This is an optimization exercise on Yosys and OpenROAD, whose aim is a short achievable clock period and few clock cycles per item, not a production implementation.
Function was checked by simulation only, so behaviour that the tests miss may differ from the original.
The clock port is modelled as an ideal driver; clocking choices that lean on that would not hold on a real chip.
Power and IR drop assume default switching activity.

==> inputs of job 9224 <==
Design gray_vertical_census_bank, start of the top module:
module gray_vertical_census_bank (
  input  logic          clk,
  input  logic          reset,
  input  logic [127:0]  in_pixels,
  input  logic [7:0]    in_info,
  input  logic          in_valid,
  output logic          in_ready,
  input  logic          cfg_mode,
  input  logic [7:0]    cfg_threshold,
  output logic [31:0]   out_bits,
  output logic [7:0]    out_info,
  output logic          out_border,
  output logic          out_last,
  output logic          out_valid,
  input  logic          out_ready
);
  localparam int LANES = 16;
  localparam int N     = 17;
  localparam int DEPTH = 12;            
  localparam int CAP   = DEPTH - 1;     
  function automatic logic [15:0] ks_add(input logic [15:0] a, input logic [15:0] b,
                                         input logic cin);
    logic [15:0] p, g, pp, gg, pn, gn;
    p = a ^ b;
    g = a & b;
    g[0] = g[0] | (p[0] & cin);
    pp = p;
    gg = g;
    for (int d = 1; d < 16; d = d * 2) begin
      for (int i = 0; i < 16; i++) begin
        if (i >= d) begin
          gn[i] = gg[i] | (pp[i] & gg[i-d]);
          pn[i] = pp[i] & pp[i-d];
        end else begin
          gn[i] = gg[i];
          pn[i] = pp[i];
        end
      end
      pp = pn;
      gg = gn;
    end
    ks_add = p ^ {gg[14:0], cin};
  endfunction
  logic       in_ready_r;
  logic [3:0] cnt;
  logic [3:0] cnt_next;
  logic       acc, xfer, xr;
  logic       v0;
  assign in_ready = in_ready_r;
  assign acc      = in_valid && in_ready_r;
  assign xfer     = out_valid && out_ready;
  always_comb begin
    case ({v0, xr})
      2'b10:   cnt_next = cnt + 4'd1;
      2'b01:   cnt_next = cnt - 4'd1;
      default: cnt_next = cnt;
    endcase
  end
  logic le_m3, le_m2, le_m1, le_m0;     
  assign le_m3 = cnt <= 4'(CAP - 3);
  assign le_m2 = cnt <= 4'(CAP - 2);
  assign le_m1 = cnt <= 4'(CAP - 1);
  assign le_m0 = cnt <= 4'(CAP);
  logic ready_next;
  always_comb begin
    case ({in_ready_r, v0, xr})
      3'b000:  ready_next = le_m1;
  ...
==> flow/config.mk <==
export PLATFORM = sky130hd
export DESIGN_NAME = gray_vertical_census_bank
export DESIGN_NICKNAME = gray_vertical_census_bank
export VERILOG_FILES = /design/flow/design.v
export SDC_FILE = /design/flow/constraint.sdc
export NUM_CORES = 4
export LEC_CHECK = 0
export ABC_CLOCK_PERIOD_IN_PS = 2000
export CAP_MARGIN = 20
export CORE_MARGIN = 2
export CORE_UTILIZATION = 55
export PLACE_DENSITY = 0.65
export SETUP_SLACK_MARGIN = 3.2
export SLEW_MARGIN = 20
==> flow/constraint.sdc <==
create_clock -name core_clock -period 5.2 [get_ports {clk}]
set_input_delay 1.0400 -clock core_clock [delete_from_list [all_inputs] [get_ports {clk}]]
set_output_delay 1.0400 -clock core_clock [all_outputs]
set_load 0.01 [all_outputs]
standard.sh (not shown) runs the stock make flow with config.mk's settings and CLKGATE_MAP_FILE= SYNTH_SCRIPT=/design/flow/synth_recipe.tcl, a recipe that flattens the netlist after the stock synthesis.
==> flow/flow/run.sh <==
#!/bin/bash
# Standard ORFS layout with two changes:
#  - after placement (flow/io_snap.tcl), each output port's buffer is put next to its
#    pin and the flip-flop driving it next to the buffer;
#  - after CTS (flow/clk_inv.tcl), the top of the clock tree is reshaped: the root
#    buffer is removed, so the clock port drives the four first-level clock buffers
#    directly, the first two buffer levels become inverters (inv_16) and the leaf
#    buffers buf_12. Every register keeps the same number and kind of clock cells.
set -euo pipefail
work=$(pwd)
res=$work/orfs/results/$FLOW_PLATFORM/gray_vertical_census_bank/base
export PLATFORM_DIR=$FLOW_HOME/platforms/$FLOW_PLATFORM

bash standard.sh place > log_1_standard_to_place.log 2>&1

IN_ODB=$res/3_place.odb IN_SDC=$res/3_place.sdc OUT_ODB=$res/3_place_snapped.odb \
  openroad -threads ${NUM_CORES:-4} -exit flow/io_snap.tcl > log_2_io_snap.log 2>&1
cp $res/3_place_snapped.odb $res/3_place.odb
touch $res/3_place.sdc

bash standard.sh cts > log_3_standard_cts.log 2>&1

IN_ODB=$res/4_cts.odb IN_SDC=$res/4_cts.sdc OUT_ODB=$res/4_cts_reshaped.odb REPAIR_MARGIN=${REPAIR_MARGIN:-3.2} CLK_LEAF=sky130_fd_sc_hd__buf_12 \
  openroad -threads ${NUM_CORES:-4} -exit flow/clk_inv.tcl > log_4_clk_inv.log 2>&1
cp $res/4_cts_reshaped.odb $res/4_cts.odb
touch $res/4_cts.sdc

bash standard.sh finish > log_5_standard_finish.log 2>&1
==> flow/flow/clk_inv.tcl <==
# Reshape the top of the clock tree that CTS built:
#  2. turn the first two buffer levels below the port into inverters (CLK_INV), which are
#     faster than the two-stage clock buffers; the two inversions cancel, so every
#     register still sees the true clock, and every register's path keeps the same
#     number and kind of cells, so the tree stays balanced;
#  3. optionally give the leaf buffers another buffer cell (CLK_LEAF).
# Then repair setup timing with margin REPAIR_MARGIN (ns) if set.
# Reads IN_ODB/IN_SDC, writes OUT_ODB.
set pf $::env(PLATFORM_DIR)
read_liberty $pf/lib/sky130_fd_sc_hd__tt_025C_1v80.lib
read_db $::env(IN_ODB)
read_sdc $::env(IN_SDC)
source $pf/setRC.tcl
# the platform's don't-use cells (DONT_USE_CELLS in its config.mk)
set_dont_use [get_lib_cells {sky130_fd_sc_hd__probe_p_8 sky130_fd_sc_hd__probec_p_8 sky130_fd_sc_hd__lpflow_*}]
set_propagated_clock [all_clocks]

set INV [expr {[info exists ::env(CLK_INV)] ? $::env(CLK_INV) : "sky130_fd_sc_hd__inv_16"}]
set INV_LEVELS [expr {[info exists ::env(CLK_INV_LEVELS)] ? $::env(CLK_INV_LEVELS) : 2}]

set db [ord::get_db]
set block [ord::get_db_block]
set pnet [[$block findBTerm clk] getNet]

proc out_net {inst} {
  foreach it [$inst getITerms] {
    if {[$it isOutputSignal]} { return [$it getNet] }
  }
  return ""
}
proc is_clkbuf {inst} {
  return [string match "sky130_fd_sc_hd__clkbuf*" [[$inst getMaster] getName]]
}
proc loads {net} {
  set r {}
  foreach it [$net getITerms] {
    if {![$it isOutputSignal]} { lappend r $it }
  }
  return $r
}

estimate_parasitics -placement
puts "before:"
report_clock_latency

# 1. root buffer
set l [loads $pnet]
if {[llength $l] == 1 && [is_clkbuf [[lindex $l 0] getInst]]} {
  set root [[lindex $l 0] getInst]
  set onet [out_net $root]
  set sinks [loads $onet]
  if {[llength $sinks] <= 4} {
    foreach it $sinks { $it disconnect; $it connect $pnet }
    foreach it [$root getITerms] { $it disconnect }
    odb::dbInst_destroy $root
    odb::dbNet_destroy $onet
    puts "removed root buffer, port drives [llength $sinks] pins"
  }
}

# 2. levels: buffers at depth 1..INV_LEVELS below the port that drive only clock buffers
set levels {}
set frontier [list $pnet]
set ok 1
for {set d 1} {$d <= $INV_LEVELS} {incr d} {
  set insts {}
  set next {}
  foreach net $frontier {
    foreach it [loads $net] {
      set inst [$it getInst]
      set on [out_net $inst]
      # CTS's dummy loads drive nothing: they only add capacitance
      if {$on eq "" || $on eq "NULL"} { continue }
      if {![is_clkbuf $inst]} { set ok 0; continue }
      lappend insts $inst
      foreach it2 [loads $on] {
        set i2 [$it2 getInst]
        set o2 [out_net $i2]
        if {($o2 ne "" && $o2 ne "NULL") && ![is_clkbuf $i2]} { set ok 0 }
        if {($o2 eq "" || $o2 eq "NULL") && [$i2 isBlock] == 0 && ![string match "clkload*" [$i2 getName]]} { set ok 0 }
      }
      lappend next $on
    }
  }
  lappend levels $insts
  set frontier $next
}
if {$INV_LEVELS % 2 != 0} { set ok 0 }
puts "inverter levels: [lmap x $levels {llength $x}], ok=$ok"
if {$ok} {
  set n 0
  set li 0
  foreach insts $levels {
    # CLK_INV: one inverter cell, or one per level
    set inv [$db findMaster [lindex $INV [expr {min($li, [llength $INV] - 1)}]]]
    incr li
    foreach inst $insts {
      set in_net [[$inst findITerm A] getNet]
      set on [out_net $inst]
      lassign [$inst getLocation] x y
      set name [$inst getName]
      foreach it [$inst getITerms] { $it disconnect }
      odb::dbInst_destroy $inst
      set ni [odb::dbInst_create $block $inv "${name}_inv"]
      $ni setLocation $x $y
      $ni setPlacementStatus PLACED
      [$ni findITerm A] connect $in_net
      [$ni findITerm Y] connect $on
      incr n
    }
  }
  puts "replaced $n clock buffers with $INV"
  # optionally swap the leaf buffers (the next level) for another buffer cell
  if {[info exists ::env(CLK_LEAF)]} {
    set lm [$db findMaster $::env(CLK_LEAF)]
    set nl 0
    foreach net $frontier {
      foreach it [loads $net] {
        set inst [$it getInst]
        set on [out_net $inst]
        if {$on eq "" || $on eq "NULL"} { continue }
        if {[is_clkbuf $inst]} { $inst swapMaster $lm; incr nl }
      }
    }
    puts "swapped $nl leaf buffers to $::env(CLK_LEAF)"
  }
  detailed_placement
  check_placement -verbose
}
estimate_parasitics -placement
puts "after:"
report_clock_latency
set worst 0
foreach r [all_registers -clock_pins] { set s [get_property $r slew_max] ; if {$s > $worst} {set worst $s} }
puts "max register clock pin slew $worst"

if {[info exists ::env(REPAIR_MARGIN)]} {
  repair_timing -setup -setup_margin $::env(REPAIR_MARGIN) -repair_tns 100 -verbose
  detailed_placement
  check_placement -verbose
  estimate_parasitics -placement
}
report_worst_slack -max
report_worst_slack -min
global_connect
if {[info exists ::env(OUT_ODB)]} { write_db $::env(OUT_ODB) }
Other scripts of this flow, unchanged in this note and not shown: flow/flow/io_snap.tcl
==> inputs of job 8494, as changes to job 9224 <==
--- a/flow/flow/run.sh
+++ b/flow/flow/run.sh
@@ -8,2 +8,3 @@
 #    buffers buf_12. Every register keeps the same number and kind of clock cells.
+#    Full and half adder cells start one drive size up before timing repair.
 set -euo pipefail
@@ -22,3 +23,3 @@
 
-IN_ODB=$res/4_cts.odb IN_SDC=$res/4_cts.sdc OUT_ODB=$res/4_cts_reshaped.odb REPAIR_MARGIN=${REPAIR_MARGIN:-3.2} CLK_LEAF=sky130_fd_sc_hd__buf_12 \
+IN_ODB=$res/4_cts.odb IN_SDC=$res/4_cts.sdc OUT_ODB=$res/4_cts_reshaped.odb REPAIR_MARGIN=${REPAIR_MARGIN:-3.2} CLK_LEAF=sky130_fd_sc_hd__buf_12 ADDER_UPSIZE=1 \
   openroad -threads ${NUM_CORES:-4} -exit flow/clk_inv.tcl > log_4_clk_inv.log 2>&1
--- a/flow/flow/clk_inv.tcl
+++ b/flow/flow/clk_inv.tcl
@@ -5,3 +5,4 @@
 #     number and kind of cells, so the tree stays balanced;
-#  3. optionally give the leaf buffers another buffer cell (CLK_LEAF).
+#  3. optionally give the leaf buffers another buffer cell (CLK_LEAF);
+#  4. optionally (ADDER_UPSIZE) start full / half adder cells one drive size up.
 # Then repair setup timing with margin REPAIR_MARGIN (ns) if set.
@@ -136,2 +137,19 @@
 
+# Yosys maps the adders' full and half adder cells at their smallest drive; start
+# them one size up before repairing timing.
+if {[info exists ::env(ADDER_UPSIZE)]} {
+  set nu 0
+  foreach {from to} {sky130_fd_sc_hd__fa_1 sky130_fd_sc_hd__fa_2 sky130_fd_sc_hd__ha_1 sky130_fd_sc_hd__ha_2} {
+    set tm [$db findMaster $to]
+    foreach inst [$block getInsts] {
+      if {[[$inst getMaster] getName] eq $from} { $inst swapMaster $tm; incr nu }
+    }
+  }
+  puts "upsized $nu adder cells"
+  detailed_placement
+  check_placement -verbose
+  estimate_parasitics -placement
+  report_worst_slack -max
+}
+
 if {[info exists ::env(REPAIR_MARGIN)]} {
==> notes <==
Job 8494 completed with no timing, DRC or antenna violations. Job 9224 produced a clean layout. Of job 9224 and job 8494, job 8494 has the higher global-route usage (gap 0.27 points). In die area, job 8494 and job 9224 do not differ. Between job 9224 and job 8494, the lower sequential share of layout area is in job 8494 (gap 0.71 points). In job 9224 the worst setup slack is higher than in job 8494, by 2.9 ps. Flip-flop and latch count is the same in job 8494 and job 9224. Sequential power is about the same in job 9224 and job 8494. In job 8494 the first-iteration DRC count is higher than in job 9224, by about 3.7%.
Testbench counts of job 9224, summed over its fixed seeds: cycles 11,592, items 11,520.
Testbench counts of job 8494, summed over its fixed seeds: cycles 11,592, items 11,520.

[static timing again, ports no longer ideal]
The results above use ideal ports. As a check the final layouts listed here were re-extracted and re-timed, cells and wires unchanged. Step 1: set_driving_cell puts a clkbuf_16 on clk and a buf_2 on each other input, an assumption about the parent block. Step 2 times the ports against the registers' clock, not the clock port: input delays grow and output delays shrink by t, the midpoint of the rising clock arrivals with the driver on. Three values: ideal ports, drivers, drivers and shift; two values: the first two.
run | shift t [ns] | slack for setup (ns) | hold WS [ns] | latest minus earliest clock arrival (ns) | slew at the worst register clock pin (ns)
job 9224 | 0.878 | 3.123 / 2.812 / 2.582 | 0.314 / 0.314 / 0.314 | 0.037 / 0.040 | 0.07 / 0.07
job 8494 | 0.878 | 3.120 / 2.811 / 2.568 | 0.314 / 0.314 / 0.314 | 0.038 / 0.038 | 0.07 / 0.07
After both steps every run listed still meets setup and hold. The setup slack of job 8494, which loses most, moves by -0.309 ns with the drivers and by -0.552 ns with both steps.
